What follows belongs to an exercise in optimizing a design on an open flow for small area, a short achievable clock period and few clock cycles per item; a production flow would make more cautious choices. Only simulation tests tie the RTL to the original design; equivalence was not proved. Power is estimated from default activity; no workload was simulated.

== old ==
// axi4_lite_regfile
module axi4_lite_regfile #(
  parameter int ADDRESS_WIDTH = 32,
  parameter int DATA_WIDTH    = 32,
  parameter int DATA_DEPTH    = 32,
  parameter logic [ADDRESS_WIDTH-1:0] BASE_ADDR = '0
) (
  input  logic                       ACLK,
  input  logic                       ARESET,
  input  logic [ADDRESS_WIDTH-1:0]   S_AXI_AWADDR,
  input  logic                       S_AXI_AWVALID,
  output logic                       S_AXI_AWREADY,
  input  logic [DATA_WIDTH-1:0]      S_AXI_WDATA,
  input  logic [DATA_WIDTH/8-1:0]    S_AXI_WSTRB,
  input  logic                       S_AXI_WVALID,
  output logic                       S_AXI_WREADY,
  output logic [1:0]                 S_AXI_BRESP,
  output logic                       S_AXI_BVALID,
  input  logic                       S_AXI_BREADY,
  input  logic [ADDRESS_WIDTH-1:0]   S_AXI_ARADDR,
  input  logic                       S_AXI_ARVALID,
  output logic                       S_AXI_ARREADY,
  output logic [DATA_WIDTH-1:0]      S_AXI_RDATA,
  output logic [1:0]                 S_AXI_RRESP,
  output logic                       S_AXI_RVALID,
  input  logic                       S_AXI_RREADY
);
  localparam int STRB_W     = DATA_WIDTH / 8;
  localparam int BYTE_SHIFT = $clog2(STRB_W);
  localparam int IDX_W      = $clog2(DATA_DEPTH);
  localparam logic [ADDRESS_WIDTH-1:0] DEPTH_A = ADDRESS_WIDTH'(DATA_DEPTH);
  function automatic logic addr_in_range(input logic [ADDRESS_WIDTH-1:0] addr);
    logic [ADDRESS_WIDTH:0] off;
    off = {1'b0, addr} - {1'b0, BASE_ADDR};
    addr_in_range = !off[ADDRESS_WIDTH] && ((off[ADDRESS_WIDTH-1:0] >> BYTE_SHIFT) < DEPTH_A);
  endfunction
  ...
Size: about 3700 cells after synthesis, about 150 I/O pins.
clock: 5.0 ns
lec_check: 0
abc_clock_period_in_ps: 2500
cap_margin: 20
core_margin: 2
core_utilization: 40
setup_slack_margin: 2.7
slew_margin: 20
run.sh (not shown) runs the stock make flow with config.mk's settings and CLKGATE_MAP_FILE= SYNTH_SCRIPT=/design/flow/synth_recipe.tcl, a recipe that flattens the netlist after the stock synthesis.
Testbench counts of old, summed over its fixed seeds: cycles 4,345, items 8,000.
Edits applied to the flow inputs when going from old to new:
# old
export LEC_CHECK = 0
export ABC_CLOCK_PERIOD_IN_PS = 2500
export CAP_MARGIN = 20
export CORE_MARGIN = 2
export CORE_UTILIZATION = 40
export SETUP_SLACK_MARGIN = 2.7
export SLEW_MARGIN = 20
create_clock -name core_clock -period 5.0 [get_ports {ACLK}]
# new
export LEC_CHECK = 0
export ABC_CLOCK_PERIOD_IN_PS = 2500
export CAP_MARGIN = 20
export CORE_MARGIN = 2
export CORE_UTILIZATION = 40
export SETUP_SLACK_MARGIN = 3.2
export SLEW_MARGIN = 20
create_clock -name core_clock -period 5.0 [get_ports {ACLK}]
--- outcome ---
new reached the final stage; the timing, design-rule and antenna checks on its layout passed.
| final hold violation count | old vs new | ≈ equal |
| setup slack of the critical path after layout | new vs old | 0.057 ns lower |
Final non-filler cell area: old and new compared, lower one is old

* * *

== build 5 ==
axi4_lite_regfile, a different RTL version from the one above (not shown whole).
For scale: roughly 1,200 flip-flops, ~150 I/O pins.
// axi4_lite_regfile
module axi4_lite_regfile #(
  parameter int ADDRESS_WIDTH = 32,
  parameter int DATA_WIDTH    = 32,
  parameter int DATA_DEPTH    = 32,
  parameter logic [ADDRESS_WIDTH-1:0] BASE_ADDR = '0
) (
  input  logic                       ACLK,
  input  logic                       ARESET,
  input  logic [ADDRESS_WIDTH-1:0]   S_AXI_AWADDR,
  input  logic                       S_AXI_AWVALID,
  output logic                       S_AXI_AWREADY,
  input  logic [DATA_WIDTH-1:0]      S_AXI_WDATA,
  input  logic [DATA_WIDTH/8-1:0]    S_AXI_WSTRB,
  input  logic                       S_AXI_WVALID,
  output logic                       S_AXI_WREADY,
  output logic [1:0]                 S_AXI_BRESP,
  output logic                       S_AXI_BVALID,
  input  logic                       S_AXI_BREADY,
  input  logic [ADDRESS_WIDTH-1:0]   S_AXI_ARADDR,
  input  logic                       S_AXI_ARVALID,
  output logic                       S_AXI_ARREADY,
  output logic [DATA_WIDTH-1:0]      S_AXI_RDATA,
  output logic [1:0]                 S_AXI_RRESP,
  output logic                       S_AXI_RVALID,
  input  logic                       S_AXI_RREADY
);
  ...
==> flow/config.mk <==
export PLATFORM = sky130hd
export DESIGN_NAME = axi4_lite_regfile
export DESIGN_NICKNAME = axi4_lite_regfile
export VERILOG_FILES = /design/flow/design.v
export SDC_FILE = /design/flow/constraint.sdc
export NUM_CORES = 4
export LEC_CHECK = 0
export ABC_CLOCK_PERIOD_IN_PS = 2500
export CAP_MARGIN = 20
export CORE_MARGIN = 2
export CORE_UTILIZATION = 40
export CTS_CLUSTER_DIAMETER = 100
export CTS_CLUSTER_SIZE = 25
export SETUP_SLACK_MARGIN = 2.5
export SLEW_MARGIN = 20
export SYNTH_HIERARCHICAL = 1
==> flow/constraint.sdc <==
create_clock -name core_clock -period 5.0 [get_ports {ACLK}]
set_input_delay 1.0000 -clock core_clock [delete_from_list [all_inputs] [get_ports {ACLK}]]
set_output_delay 1.0000 -clock core_clock [all_outputs]
set_load 0.01 [all_outputs]
Testbench counts of build 5, summed over its fixed seeds: cycles 4,345, items 8,000.
## Diff of input files: build 50 against build 5
- CORE_UTILIZATION now 65, was 40
- SETUP_SLACK_MARGIN now 2.8, was 2.5
- Build 50 ran to completion and came out clean on the timing, design-rule and antenna checks.
- Against build 5, fmax in build 50 rose by more than 10%.
- Build 50 vs build 5 — final net count climbed slightly
- Of build 5 and build 50, the higher number of non-clock buffers in the layout belongs to build 50.
- Changes observed in build 50 relative to build 5: final area now sits lower; placeable core area now sits lower; global placer's final weighted congestion now sits higher; sum of routed wire length over all layers now sits lower.
- Build 50: chip width is about 21% lower than what build 5 reported.
Inputs modified between build 50 and build 49:
- changing SETUP_SLACK_MARGIN from 2.8 to 2.7
- changing CORE_UTILIZATION from 65 to 40
### Flow results
Relative to build 50, the initial standard-cell utilization of the core of build 49 is lower by 25 points.
Number of maximum-capacitance constraint violations: build 50 vs build 49 identical
Relative to build 50, the placement-stage cell area measured on build 49 has increased slightly.
Largest stage delay on the critical path: lower on build 50
Changes observed in build 49 relative to build 50: number of non-clock inverters about even; placed wire-length estimate after detailed placement rose 2.8%; critical path arrival rose 1.72 ns.
Build 49: shortest clock period the worst path allows after layout is 0.11 ns higher than what build 50 reported.
Area after synthesis came out exactly the same in build 50 and build 49.
Here is what was changed in the inputs of build 54 compared with build 49.
- a change of CORE_UTILIZATION from 40 to 65
- a change of SETUP_SLACK_MARGIN from 2.7 to 2.9
==> comparison <==
- Compared with build 49, in build 54 count of plain and timing-repair buffers shrank by 5; clock input transition at the sequential cells of the worst setup and hold paths held steady; part of the cycle the worst path needs shrank by 2.5 points; final worst-path setup slack grew by 0.13 ns.
- The start-to-end type of the worst setup path comes out flop to output pin in one run and flop to flop in the other, namely in build 54 and build 49 respectively.
- Build 54 has largest incremental delay on the critical path below what build 49 had.
- Going from build 49 to build 54, tap cell count moved down; critical path depth fell 4; number of endpoints with negative hold slack in the final report neither gained nor lost much.
- Initial core utilization, build 54 and build 49: larger value in build 54
- Build 54 against build 49: die area moved down, initial antenna violation count +1.
For build 8, these inputs were changed with respect to build 54:
- SETUP_SLACK_MARGIN: 2.9 -> 2.7
Results
Build 54 ended up with sky130_fd_sc_hd__dfrtp_2 as its standard cell with the maximum stage delay on the critical path; build 8 ended up with sky130_fd_sc_hd__dfrtp_1. Compared with build 54, build 8 shows combinational cell fraction of total power lower by 1.4 points. Looking at fraction of the cycle the final worst path needs, build 8 sits above build 54. Sort build 54 and build 8 by cell leakage power desc -> top: build 54. The share of total power consumed by net switching was comparable across build 54 and build 8. Between build 54 and build 8, worst hold margin increased. Between build 54 and build 8, the difference in clock transition time at the flip-flop clock pins of the worst setup and hold paths is negligible. Build 8 -> build 54: worst clock skew on the final layout flat.
For build 43, these inputs were changed with respect to build 8:
- SETUP_SLACK_MARGIN now 3.0, was 2.7
- CORE_UTILIZATION now 75, was 65
Notes after the runs:
met1 track utilization from global routing in build 43 is 7.1 points higher than in build 8. Build 43 against build 8: non-clock inverter count in the final layout saw little to no change, setup slack now sits higher, endpoint required time on the critical path -1.53 ns. Compared with build 8, build 43 shows a lower clock buffer instance count of the final layout. Initial DRC count is higher on build 43. Measured against each other, build 8 and build 43 differ in global-route usage, the lower figure coming from build 8. Going from build 8 to build 43, final instance area increased 1.9%; source-to-sink clock delay at the later pin of the worst-skew pair saw an increase.

==> port drivers added, routing unchanged <==
No port has a modelled driver above. Below, the same layouts with a new extraction and two added sets of constraints.
Step 1 (the two cells are an assumption about what drives the block):
set clk [get_ports {ACLK}]
set_driving_cell -lib_cell sky130_fd_sc_hd__clkbuf_16 $clk
set_driving_cell -lib_cell sky130_fd_sc_hd__buf_2 [delete_from_list [all_inputs] $clk]
Step 2 also shifts input and output timing later by t, the mid clock arrival at the registers, as if the neighbouring blocks saw the same clock.
Three values: ideal ports, drivers, drivers and shift; two values: the first two.
run	t (ns)	setup slack, ns	worst setup path at the end	worst slew at a driven data input, ns
old	0.780	2.623 / 2.549 / 1.969	input to register	0.13
new	0.810	2.565 / 2.492 / 2.310	input to register	0.14
build 5	0.747	2.452 / 2.449 / 1.785	input to register	0.15
build 50	0.734	2.697 / 2.626 / 2.161	input to register	0.13
build 49	0.779	2.582 / 2.571 / 2.059	input to register	0.17
build 54	0.741	2.708 / 2.635 / 2.202	input to register	0.05
build 8	0.720	2.645 / 2.642 / 2.051	input to register	0.06
build 43	0.732	2.717 / 2.647 / 2.258	input to register	0.15
After both steps every run listed still meets setup and hold. The setup slack of build 5, which loses most, moves by -0.003 ns with the drivers and by -0.667 ns with both steps.
